This is an optimization exercise on Yosys and OpenROAD, whose aim is small area and a short achievable clock period, not a production implementation.

== oak ==
==> module feature_window, before the edit <==
module feature_window
(
    input  logic                   clk,
    input  logic                   rst,
    input  logic                   busy,
    input  logic [(4*(8 + 2*8))-1:0] feature_in,
    output logic [3*(4*(8 + 2*8))-1:0] window
);
    localparam int GW = (4*(8 + 2*8));
    logic [3*GW-1:0] stages;
    always_ff @(posedge clk or posedge rst) begin
        if (rst) begin
            stages <= '0;
        end else begin
            stages <= {stages[2*GW-1:0], feature_in & {GW{busy}}};
        end
    end
    assign window  = stages;
endmodule
==> module outer_product_array, before the edit <==
module outer_product_array
(
    input  logic                             clk,
    input  logic [4*(8 + 2*8)-1:0] weights_next,
    input  logic [3*(4*(8 + 2*8))-1:0]         window,
    input  logic [(4*(8 + 2*8))-1:0]           feature_in,
    output logic [(4*4*(2*8 + 2*8))-1:0]          result
);
    localparam int W  = 8;
    localparam int C  = 8;
    localparam int L  = 4;
    localparam int N  = L*L;
    localparam int EW = (8 + 2*8);
    localparam int GW = (4*(8 + 2*8));
    logic [4*GW-1:0] src;
    assign src = {window, feature_in};
    logic [N*2*W-1:0] prod_s_d, prod_c_d;
    logic [N*2*W-1:0] prod_b_d, prod_b_q;
    logic [N*3-1:0]   prod_g_d, prod_g_q;
    logic [N*2*W-1:0] prod_q;
    for (genvar i = 0; i < L; i++) begin : g_slot
        for (genvar j = 0; j < L; j++) begin : g_lane
            mul_bw u_mul (
                .a (weights_next[i*EW + 2*C +: W]),
                .b (src[i*GW + 2*L*C + j*W +: W]),
                .s (prod_s_d[(i*L+j)*2*W +: 2*W]),
                .c (prod_c_d[(i*L+j)*2*W +: 2*W])
            );
            blk_pre u_pre (
                .ra (prod_s_d[(i*L+j)*2*W +: 2*W]),
                .rb (prod_c_d[(i*L+j)*2*W +: 2*W]),
                .s0 (prod_b_d[(i*L+j)*2*W +: 2*W]),
                .g  (prod_g_d[(i*L+j)*3 +: 3])
            );
            blk_post u_post (
                .s0 (prod_b_q[(i*L+j)*2*W +: 2*W]),
                .g  (prod_g_q[(i*L+j)*3 +: 3]),
                .p  (prod_q[(i*L+j)*2*W +: 2*W])
            );
        end
    end
    always_ff @(posedge clk) begin
        prod_b_q <= prod_b_d;
        prod_g_q <= prod_g_d;
    end
    logic [N*2*C-1:0] off_d;
    logic [N*2*C-1:0] off_q;
    always_comb begin
        for (int i = 0; i < L; i++) begin
            for (int j = 0; j < L; j++) begin
                off_d[N*C + (i*L+j)*C +: C] =
                    src[i*GW + L*C + j*C +: C] - weights_next[i*EW + C +: C];
                off_d[(i*L+j)*C +: C] =
                    src[i*GW + j*C +: C] - weights_next[i*EW +: C];
            end
        end
    end
    always_ff @(posedge clk) begin
        off_q <= off_d;
    end
    assign result = {prod_q, off_q};
endmodule
==> module pe_unit, before the edit <==
module pe_unit
(
    input  logic                   clk,
    input  logic                   rst,
    input  logic                   in_valid,
    input  logic [16-1:0] weight_count,
    input  logic [16-1:0] feature_count,
    input  logic [(8 + 2*8)-1:0] weight_in,
    input  logic [(4*(8 + 2*8))-1:0] feature_in,
    output logic                   out_valid,
    output logic [(4*4*(2*8 + 2*8))-1:0] result
);
    logic [4-1:0]             slot_sel;
    logic                             busy;
    logic [4*(8 + 2*8)-1:0] weights;
    logic [4*(8 + 2*8)-1:0] weights_next;
    logic [3*(4*(8 + 2*8))-1:0]         window;
    pe_sequencer u_sequencer (
        .clk           (clk),
        .rst           (rst),
        .in_valid      (in_valid),
        .weight_count  (weight_count),
        .feature_count (feature_count),
        .slot_sel      (slot_sel),
        .busy          (busy),
        .out_valid     (out_valid)
    );
    weight_buffer u_weight_buffer (
        .clk          (clk),
        .rst          (rst),
        .slot_sel     (slot_sel),
        .weight_in    (weight_in),
        .weights_next (weights_next)
    );
    feature_window u_feature_window (
        .clk        (clk),
        .rst        (rst),
        .busy       (busy),
        .feature_in (feature_in),
        .window     (window)
    );
    outer_product_array u_outer_product_array (
        .clk          (clk),
        .weights_next (weights_next),
        .window       (window),
        .feature_in   (feature_in),
        .result       (result)
    );
endmodule
Settings: LEC_CHECK=0, CAP_MARGIN=20, CORE_MARGIN=2, CORE_UTILIZATION=40, SETUP_SLACK_MARGIN=2.8, SLEW_MARGIN=20; clock period 7.0 ns.
run.sh (not shown) runs the stock make flow with config.mk's settings and CLKGATE_MAP_FILE= SYNTH_SCRIPT=/design/flow/synth_recipe.tcl, a recipe that flattens the netlist after the stock synthesis.
Here is what was changed in the inputs of pine compared with oak.
==> flow/design.v, changed modules only <==
module feature_window
(
    input  logic                   clk,
    input  logic                   rst,
    input  logic                   busy,
    input  logic [(4*(8 + 2*8))-1:0] feature_in,
    output logic [3*(4*(8 + 2*8))-1:0] window,
    output logic [2*4*8-1:0] coords3
);
    localparam int GW = (4*(8 + 2*8));
    localparam int CW = 2*4*8;
    logic [3*GW-1:0] stages;
    logic [CW-1:0]   last;
    always_ff @(posedge clk or posedge rst) begin
        if (rst) begin
            stages <= '0;
            last   <= '0;
        end else begin
            stages <= {stages[2*GW-1:0], feature_in & {GW{busy}}};
            last   <= stages[2*GW +: CW];
        end
    end
    assign window  = stages;
    assign coords3 = last;
endmodule
module outer_product_array
(
    input  logic                             clk,
    input  logic [4*(8 + 2*8)-1:0] weights,
    input  logic [4*(8 + 2*8)-1:0] weights_next,
    input  logic [3*(4*(8 + 2*8))-1:0]         window,
    input  logic [2*4*8-1:0] coords3,
    input  logic [(4*(8 + 2*8))-1:0]           feature_in,
    output logic [(4*4*(2*8 + 2*8))-1:0]          result
);
    localparam int W  = 8;
    localparam int C  = 8;
    localparam int L  = 4;
    localparam int N  = L*L;
    localparam int EW = (8 + 2*8);
    localparam int GW = (4*(8 + 2*8));
    logic [4*GW-1:0] src;
    assign src = {window, feature_in};
    logic [N*2*W-1:0] prod_s_d, prod_c_d;
    logic [N*2*W-1:0] prod_b_d, prod_b_q;
    logic [N*3-1:0]   prod_g_d, prod_g_q;
    logic [N*2*W-1:0] prod_q;
    for (genvar i = 0; i < L; i++) begin : g_slot
        for (genvar j = 0; j < L; j++) begin : g_lane
            mul_bw u_mul (
                .a (weights_next[i*EW + 2*C +: W]),
                .b (src[i*GW + 2*L*C + j*W +: W]),
                .s (prod_s_d[(i*L+j)*2*W +: 2*W]),
                .c (prod_c_d[(i*L+j)*2*W +: 2*W])
            );
            blk_pre u_pre (
                .ra (prod_s_d[(i*L+j)*2*W +: 2*W]),
                .rb (prod_c_d[(i*L+j)*2*W +: 2*W]),
                .s0 (prod_b_d[(i*L+j)*2*W +: 2*W]),
                .g  (prod_g_d[(i*L+j)*3 +: 3])
            );
            blk_post u_post (
                .s0 (prod_b_q[(i*L+j)*2*W +: 2*W]),
                .g  (prod_g_q[(i*L+j)*3 +: 3]),
                .p  (prod_q[(i*L+j)*2*W +: 2*W])
            );
        end
    end
    always_ff @(posedge clk) begin
        prod_b_q <= prod_b_d;
        prod_g_q <= prod_g_d;
    end
    logic [4*2*L*C-1:0] coords;
    always_comb begin
        for (int d = 0; d < 3; d++)
            coords[d*2*L*C +: 2*L*C] = window[d*GW +: 2*L*C];
        coords[3*2*L*C +: 2*L*C] = coords3;
    end
    always_comb begin
        result[N*2*C +: N*2*W] = prod_q;
        for (int i = 0; i < L; i++) begin
            for (int j = 0; j < L; j++) begin
                result[N*C + (i*L+j)*C +: C] =
                    coords[i*2*L*C + L*C + j*C +: C] - weights[i*EW + C +: C];
                result[(i*L+j)*C +: C] =
                    coords[i*2*L*C + j*C +: C] - weights[i*EW +: C];
            end
        end
    end
endmodule
module pe_unit
(
    input  logic                   clk,
    input  logic                   rst,
    input  logic                   in_valid,
    input  logic [16-1:0] weight_count,
    input  logic [16-1:0] feature_count,
    input  logic [(8 + 2*8)-1:0] weight_in,
    input  logic [(4*(8 + 2*8))-1:0] feature_in,
    output logic                   out_valid,
    output logic [(4*4*(2*8 + 2*8))-1:0] result
);
    logic [4-1:0]             slot_sel;
    logic                             busy;
    logic [4*(8 + 2*8)-1:0] weights;
    logic [4*(8 + 2*8)-1:0] weights_next;
    logic [3*(4*(8 + 2*8))-1:0]         window;
    logic [2*4*8-1:0] coords3;
    pe_sequencer u_sequencer (
        .clk           (clk),
        .rst           (rst),
        .in_valid      (in_valid),
        .weight_count  (weight_count),
        .feature_count (feature_count),
        .slot_sel      (slot_sel),
        .busy          (busy),
        .out_valid     (out_valid)
    );
    weight_buffer u_weight_buffer (
        .clk          (clk),
        .rst          (rst),
        .slot_sel     (slot_sel),
        .weight_in    (weight_in),
        .weights      (weights),
        .weights_next (weights_next)
    );
    feature_window u_feature_window (
        .clk        (clk),
        .rst        (rst),
        .busy       (busy),
        .feature_in (feature_in),
        .window     (window),
        .coords3    (coords3)
    );
    outer_product_array u_outer_product_array (
        .clk          (clk),
        .weights      (weights),
        .weights_next (weights_next),
        .window       (window),
        .coords3      (coords3),
        .feature_in   (feature_in),
        .result       (result)
    );
endmodule
==> notes.md <==
Delta (pine minus oak): first-iteration DRC count moved up; sequential cell count moved down; total number of tap cells moved down. Taking oak over pine, the count of cell types in the netlist ratio works out to 0.932. Taking oak as the reference point, the tightest slew margin relative to the limit of pine falls by 1.9 points. [pine vs oak] post-detailed-placement half-perimeter wirelength: higher in pine. Compare oak and pine | number of standard-cell rows in the floorplan higher: oak. pine vs oak: sequential-to-total area share from yosys stat down. Looking at cell at the slowest stage of the critical path, the sky130_fd_sc_hd__dfstp_4 result is from oak; the sky130_fd_sc_hd__dfrtp_2 one comes from pine. pine — biggest cell delay along the critical path 0.22 ns lower, oak as reference.
Function was not checked in any run of this note: the RTL went through the layout flow alone.

==> static timing again, ports no longer ideal <==
How much do the figures lean on ideal ports? The routed layouts below were timed once more, with nothing changed but the port constraints.
Step 1 sets driving cells, clkbuf_16 on the clock port and buf_2 on the other inputs (assumed; they add their load-dependent delay and slew).
Step 2 adds t to the input delays and takes it off the output delays; t is the mean of the earliest and latest rising clock arrival at the registers after step 1. Input paths then give back, and output paths get back, about the clock's delay inside the block.
Slacks: ideal / step 1 / step 2; pairs: ideal / step 1.
run | shift t [ns] | slack for setup (ns) | clock arrival spread, ns | cell pins on the clock port's net
oak | 0.827 | 2.590 / 2.523 / 1.696 | 0.073 / 0.073 | 1
pine | 0.778 | 2.641 / 2.520 / 1.743 | 0.045 / 0.045 | 1
After both steps every run listed still meets setup and hold. For pine, which loses most, drivers alone change the setup slack by -0.121 ns; drivers and shift together by -0.898 ns.
